Background: an optimization exercise with open tools, aiming at a short achievable clock period. Do not read the settings as production practice. Function was checked by simulation only, so behaviour that the tests miss may differ from the original.

==> inputs of willow <==
==> flow/design.v (excerpt) <==
module branch_predictor #(
	parameter int BTB_IDX_W = 5,
	parameter int BHT_IDX_W = 5,
	parameter int HIST_W    = 4,
	parameter int RAS_DEPTH = 8
) (
	input  logic          clock,
	input  logic          reset,
	input  logic          fetch_valid,
	input  logic [63:0]   fetch_npc,
	input  logic [31:0]   fetch_ir,
	input  logic          res_valid,
	input  logic          res_cond,
	input  logic          res_uncond,
	input  logic          res_taken,
	input  logic [63:0]   res_npc,
	input  logic [63:0]   res_target,
	input  logic          mispredict,
	output logic [63:0]   pred_target,
	output logic          pred_taken
);
	logic        btb_hit;
	logic [63:0] btb_target;
	logic        hist_taken;
	logic        ras_push;                              
	logic [63:0] ras_push_addr;                         
	logic        ras_pop;                               
	logic [63:0] ras_top_addr;                          
	logic        ras_nonempty;                          
  ...
==> module branch_target_buffer, before the edit <==
module branch_target_buffer #(
	parameter int BTB_IDX_W = 5
) (
	input  logic          clock,
	input  logic          reset,
	input  logic [63:0]   fetch_npc,
	input  logic          res_valid,
	input  logic          res_cond,
	input  logic          res_uncond,
	input  logic [63:0]   res_npc,
	input  logic [63:0]   res_target,
	output logic          btb_hit,
	output logic [63:0]   btb_target            
);
	localparam int BTB_ENTRIES = 1 << BTB_IDX_W;
	localparam int TAG_LSB     = BTB_IDX_W + 2;    
	logic [63:TAG_LSB]      tag_mem    [BTB_ENTRIES];
	logic [63:0]            target_mem [BTB_ENTRIES];
	logic [BTB_ENTRIES-1:0] valid_bits;
	logic [BTB_IDX_W-1:0] fetch_slot;
	logic [BTB_IDX_W-1:0] res_slot;
	logic [BTB_ENTRIES-1:0] fetch_sel;             
	logic [BTB_ENTRIES-1:0] entry_match;           
	logic                 train;
	assign fetch_slot = fetch_npc[TAG_LSB-1:2];
	assign res_slot   = res_npc[TAG_LSB-1:2];
	assign train      = res_valid && (res_cond || res_uncond);
	always_comb begin
		for (int i = 0; i < BTB_ENTRIES; i++) begin
			fetch_sel[i]   = (fetch_slot == BTB_IDX_W'(i));
			entry_match[i] = valid_bits[i] && (tag_mem[i] == fetch_npc[63:TAG_LSB]);
		end
	end
	always_comb begin
		btb_hit    = 1'b0;
		btb_target = '0;
		for (int i = 0; i < BTB_ENTRIES; i++) begin
			btb_hit    = btb_hit | (fetch_sel[i] & entry_match[i]);
			btb_target = btb_target | ({64{fetch_sel[i] & entry_match[i]}} & target_mem[i]);
		end
	end
	always_ff @(posedge clock) begin
		if (train) begin
			tag_mem[res_slot]    <= res_npc[63:TAG_LSB];   
			target_mem[res_slot] <= res_target;
		end
	end
	always_ff @(posedge clock) begin
		if (reset) begin
			valid_bits <= '0;                           
		end else if (train) begin
			valid_bits[res_slot] <= 1'b1;
		end
	end
endmodule
==> module predict_select, before the edit <==
module predict_select (
	input  logic          fetch_valid,
	input  logic [63:0]   fetch_npc,
	input  logic [31:0]   fetch_ir,
	input  logic          btb_hit,
	input  logic [63:0]   btb_target,
	input  logic          hist_taken,
	output logic          ras_push,
	output logic [63:0]   ras_push_addr,
	output logic          ras_pop,
	input  logic [63:0]   ras_top_addr,
	input  logic          ras_nonempty,
	output logic [63:0]   pred_target,
	output logic          pred_taken
);
	logic [5:0]  opcode;
	logic [1:0]  jgrp;
	logic        is_call;
	logic        is_ret;
	logic        use_ras;
	logic        redirect;                              
	logic        early_taken;                           
	assign opcode = fetch_ir[31:26];
	assign jgrp   = fetch_ir[15:14];
	assign is_call = (opcode == alpha_isa_pkg::OPC_BSR) ||
	                 (opcode == alpha_isa_pkg::OPC_JUMP && jgrp == alpha_isa_pkg::JGRP_JSR);
	assign is_ret  = (opcode == alpha_isa_pkg::OPC_JUMP && jgrp == alpha_isa_pkg::JGRP_RET);
	assign use_ras = fetch_valid && is_ret && ras_nonempty;
	assign ras_push      = fetch_valid && is_call;
	assign ras_push_addr = fetch_npc;                   
	assign ras_pop       = use_ras;
	assign redirect     = use_ras || (fetch_valid && btb_hit);
	assign early_taken  = use_ras || is_call || hist_taken;
	assign pred_target = use_ras ? ras_top_addr : (fetch_valid ? btb_target : '0);
	assign pred_taken  = redirect && early_taken;
endmodule
clock: 7.5 ns
lec_check: 0
cap_margin: 20
core_margin: 2
core_utilization: 35
place_density: 0.45
setup_slack_margin: 2.0
slew_margin: 20
standard.sh (not shown) runs the stock make flow with config.mk's settings and CLKGATE_MAP_FILE= SYNTH_SCRIPT=/design/flow/synth_recipe.tcl, a recipe that flattens the netlist after the stock synthesis.
==> flow/flow/run.sh <==
#!/bin/bash
# Standard layout with two changes:
# - the port buffers are buf_8 cells instead of the default pick (a slow
#   delay-buffer cell) on every input and output
# - gates with three or four transistors in series in their pull-up (nor3/4,
#   or3/4, o31a(i), o311a(i), o32a(i), o41a(i), a311o(i), a2111o(i) families,
#   listed in flow/extra_dont_use.txt) are added to the platform's don't-use
#   list (flow/platform_dont_use.txt), so synthesis and timing repair build the
#   wide ANDs and ORs of the tag compare from faster gates
# Run in the work folder; make's own output goes to standard.log, each ORFS
# step's full log to orfs/logs/
set -o pipefail
PLATFORM_DONT_USE="$(cat flow/platform_dont_use.txt)"
EXTRA_DONT_USE="$(cat flow/extra_dont_use.txt)"
export BUFFER_PORTS_ARGS="-buffer_cell sky130_fd_sc_hd__buf_8"
bash standard.sh DONT_USE_CELLS="$PLATFORM_DONT_USE $EXTRA_DONT_USE" finish > standard.log 2>&1
==> flow/flow/extra_dont_use.txt <==
sky130_fd_sc_hd__a2111o_1 sky130_fd_sc_hd__a2111o_2 sky130_fd_sc_hd__a2111o_4 sky130_fd_sc_hd__a2111oi_0 sky130_fd_sc_hd__a2111oi_1 sky130_fd_sc_hd__a2111oi_2 sky130_fd_sc_hd__a2111oi_4 sky130_fd_sc_hd__a311o_1 sky130_fd_sc_hd__a311o_2 sky130_fd_sc_hd__a311o_4 sky130_fd_sc_hd__a311oi_1 sky130_fd_sc_hd__a311oi_2 sky130_fd_sc_hd__a311oi_4 sky130_fd_sc_hd__nor3_1 sky130_fd_sc_hd__nor3_2 sky130_fd_sc_hd__nor3_4 sky130_fd_sc_hd__nor3b_1 sky130_fd_sc_hd__nor3b_2 sky130_fd_sc_hd__nor3b_4 sky130_fd_sc_hd__nor4_1 sky130_fd_sc_hd__nor4_2 sky130_fd_sc_hd__nor4_4 sky130_fd_sc_hd__nor4b_1 sky130_fd_sc_hd__nor4b_2 sky130_fd_sc_hd__nor4b_4 sky130_fd_sc_hd__nor4bb_1 sky130_fd_sc_hd__nor4bb_2 sky130_fd_sc_hd__nor4bb_4 sky130_fd_sc_hd__o311a_1 sky130_fd_sc_hd__o311a_2 sky130_fd_sc_hd__o311a_4 sky130_fd_sc_hd__o311ai_0 sky130_fd_sc_hd__o311ai_1 sky130_fd_sc_hd__o311ai_2 sky130_fd_sc_hd__o311ai_4 sky130_fd_sc_hd__o31a_1 sky130_fd_sc_hd__o31a_2 sky130_fd_sc_hd__o31a_4 sky130_fd_sc_hd__o31ai_1 sky130_fd_sc_hd__o31ai_2 sky130_fd_sc_hd__o31ai_4 sky130_fd_sc_hd__o32a_1 sky130_fd_sc_hd__o32a_2 sky130_fd_sc_hd__o32a_4 sky130_fd_sc_hd__o32ai_1 sky130_fd_sc_hd__o32ai_2 sky130_fd_sc_hd__o32ai_4 sky130_fd_sc_hd__o41a_1 sky130_fd_sc_hd__o41a_2 sky130_fd_sc_hd__o41a_4 sky130_fd_sc_hd__o41ai_1 sky130_fd_sc_hd__o41ai_2 sky130_fd_sc_hd__o41ai_4 sky130_fd_sc_hd__or3_1 sky130_fd_sc_hd__or3_2 sky130_fd_sc_hd__or3_4 sky130_fd_sc_hd__or3b_1 sky130_fd_sc_hd__or3b_2 sky130_fd_sc_hd__or3b_4 sky130_fd_sc_hd__or4_1 sky130_fd_sc_hd__or4_2 sky130_fd_sc_hd__or4_4 sky130_fd_sc_hd__or4b_1 sky130_fd_sc_hd__or4b_2 sky130_fd_sc_hd__or4b_4 sky130_fd_sc_hd__or4bb_1 sky130_fd_sc_hd__or4bb_2 sky130_fd_sc_hd__or4bb_4 
==> flow/flow/platform_dont_use.txt <==
sky130_fd_sc_hd__probe_p_8 sky130_fd_sc_hd__probec_p_8 sky130_fd_sc_hd__lpflow_bleeder_1 sky130_fd_sc_hd__lpflow_clkbufkapwr_1 sky130_fd_sc_hd__lpflow_clkbufkapwr_16 sky130_fd_sc_hd__lpflow_clkbufkapwr_2 sky130_fd_sc_hd__lpflow_clkbufkapwr_4 sky130_fd_sc_hd__lpflow_clkbufkapwr_8 sky130_fd_sc_hd__lpflow_clkinvkapwr_1 sky130_fd_sc_hd__lpflow_clkinvkapwr_16 sky130_fd_sc_hd__lpflow_clkinvkapwr_2 sky130_fd_sc_hd__lpflow_clkinvkapwr_4 sky130_fd_sc_hd__lpflow_clkinvkapwr_8 sky130_fd_sc_hd__lpflow_decapkapwr_12 sky130_fd_sc_hd__lpflow_decapkapwr_3 sky130_fd_sc_hd__lpflow_decapkapwr_4 sky130_fd_sc_hd__lpflow_decapkapwr_6 sky130_fd_sc_hd__lpflow_decapkapwr_8 sky130_fd_sc_hd__lpflow_inputiso0n_1 sky130_fd_sc_hd__lpflow_inputiso0p_1 sky130_fd_sc_hd__lpflow_inputiso1n_1 sky130_fd_sc_hd__lpflow_inputiso1p_1 sky130_fd_sc_hd__lpflow_inputisolatch_1 sky130_fd_sc_hd__lpflow_isobufsrc_1 sky130_fd_sc_hd__lpflow_isobufsrc_16 sky130_fd_sc_hd__lpflow_isobufsrc_2 sky130_fd_sc_hd__lpflow_isobufsrc_4 sky130_fd_sc_hd__lpflow_isobufsrc_8 sky130_fd_sc_hd__lpflow_isobufsrckapwr_16 sky130_fd_sc_hd__lpflow_lsbuf_lh_hl_isowell_tap_1 sky130_fd_sc_hd__lpflow_lsbuf_lh_hl_isowell_tap_2 sky130_fd_sc_hd__lpflow_lsbuf_lh_hl_isowell_tap_4 sky130_fd_sc_hd__lpflow_lsbuf_lh_isowell_4 sky130_fd_sc_hd__lpflow_lsbuf_lh_isowell_tap_1 sky130_fd_sc_hd__lpflow_lsbuf_lh_isowell_tap_2 sky130_fd_sc_hd__lpflow_lsbuf_lh_isowell_tap_4
==> lagoon: changes against willow <==
--- a/flow/design.v
+++ b/flow/design.v
@@ -27,5 +27,5 @@
 	input  logic [63:0]   res_target,
 	output logic          btb_hit,
-	output logic [63:0]   btb_target            
+	output logic [63:0]   btb_target
 );
 	localparam int BTB_ENTRIES = 1 << BTB_IDX_W;
@@ -48,12 +48,6 @@
 		end
 	end
-	always_comb begin
-		btb_hit    = 1'b0;
-		btb_target = '0;
-		for (int i = 0; i < BTB_ENTRIES; i++) begin
-			btb_hit    = btb_hit | (fetch_sel[i] & entry_match[i]);
-			btb_target = btb_target | ({64{fetch_sel[i] & entry_match[i]}} & target_mem[i]);
-		end
-	end
+	assign btb_hit    = |(fetch_sel & entry_match);
+	assign btb_target = target_mem[fetch_slot];
 	always_ff @(posedge clock) begin
 		if (train) begin
@@ -206,4 +200,5 @@
 	logic        use_ras;
 	logic        redirect;                              
+	logic [63:0] early_target;                          
 	logic        early_taken;                           
 	assign opcode = fetch_ir[31:26];
@@ -217,6 +212,7 @@
 	assign ras_pop       = use_ras;
 	assign redirect     = use_ras || (fetch_valid && btb_hit);
+	assign early_target = use_ras ? ras_top_addr : btb_target;
 	assign early_taken  = use_ras || is_call || hist_taken;
-	assign pred_target = use_ras ? ras_top_addr : (fetch_valid ? btb_target : '0);
+	assign pred_target = redirect ? early_target : '0;
 	assign pred_taken  = redirect && early_taken;
 endmodule
==> flow/run.sh (new file) <==
#!/bin/bash
# synth_recipe.tcl (not shown) runs the flow's synth.tcl, then flattens the netlist and writes it again
# the make line also repeats each setting of config.mk as NAME=value (left out here)
make -C /OpenROAD-flow-scripts/flow DESIGN_CONFIG=/design/flow/config.mk WORK_HOME=/design/flow/orfs CLKGATE_MAP_FILE= SYNTH_SCRIPT=/design/flow/synth_recipe.tcl finish
--- a/flow/config.mk
+++ b/flow/config.mk
@@ -8,6 +8,5 @@
 export CAP_MARGIN = 20
 export CORE_MARGIN = 2
-export CORE_UTILIZATION = 35
-export PLACE_DENSITY = 0.45
+export CORE_UTILIZATION = 30
 export SETUP_SLACK_MARGIN = 2.0
 export SLEW_MARGIN = 20
removed: flow/flow/run.sh
removed: flow/flow/extra_dont_use.txt
removed: flow/flow/platform_dont_use.txt
removed: flow/standard.sh
==> flow_summary.json <==
{
  "outcome": "complete, no violations",
  "syn_area_mm2": 0.188,
  "r2r_end": "lhp_i.pht_mem[10][0]",
  "fp.dieH_um": 796,
  "min_period_ns": 6.72,
  "yosysTopAreaCellShare_pct": 72.0,
  "m1WireLength_um": 245000,
  "power.density_mw_per_mm2": 244,
  "grt_max_degree": 162,
  "fin_cells": 19800,
  "wl_per_cell_um": 33.2,
  "cellLeakagePower_nw": 70.7,
  "synthAdderAreaFrac_pct": 0.0598
}
-- figures above: lagoon

==> flow_summary.json <==
{
  "grt_max_degree": 183,
  "wl_per_cell_um": 42.7,
  "power.density_mw_per_mm2": 242,
  "fp.dieH_um": 740,
  "outcome": "complete, no violations",
  "m1WireLength_um": 342000,
  "synthAdderAreaFrac_pct": 0.0593,
  "min_period_ns": 6.22,
  "grt_use_met3_pct": 5.65,
  "syn_area_mm2": 0.190
}
-- figures above: willow

what the ideal ports hide:
Ports are ideal in the flow. The routed layouts listed here were re-timed in OpenROAD. Step 1, drivers: a clkbuf_16 drives clock and a buf_2 each remaining input, both assumed. Step 2 moves the port delays by t, midway between the first and last clock arrival at a register: inputs arrive t later, outputs are due t later. That takes back most of the time a late clock gives input paths. a / b / c = ideal / step 1 / step 2; a / b = the first two.
run | t, ns | setup WS [ns] | worst setup path at the end
willow | 1.207 | 1.279 / 0.950 / 0.950 | input to output
lagoon | 1.147 | 0.781 / 0.627 / 0.627 | input to output
After both steps setup and hold are still met in every run listed. The setup slack of willow, which loses most, moves by -0.329 ns with the drivers and by -0.329 ns with both steps.
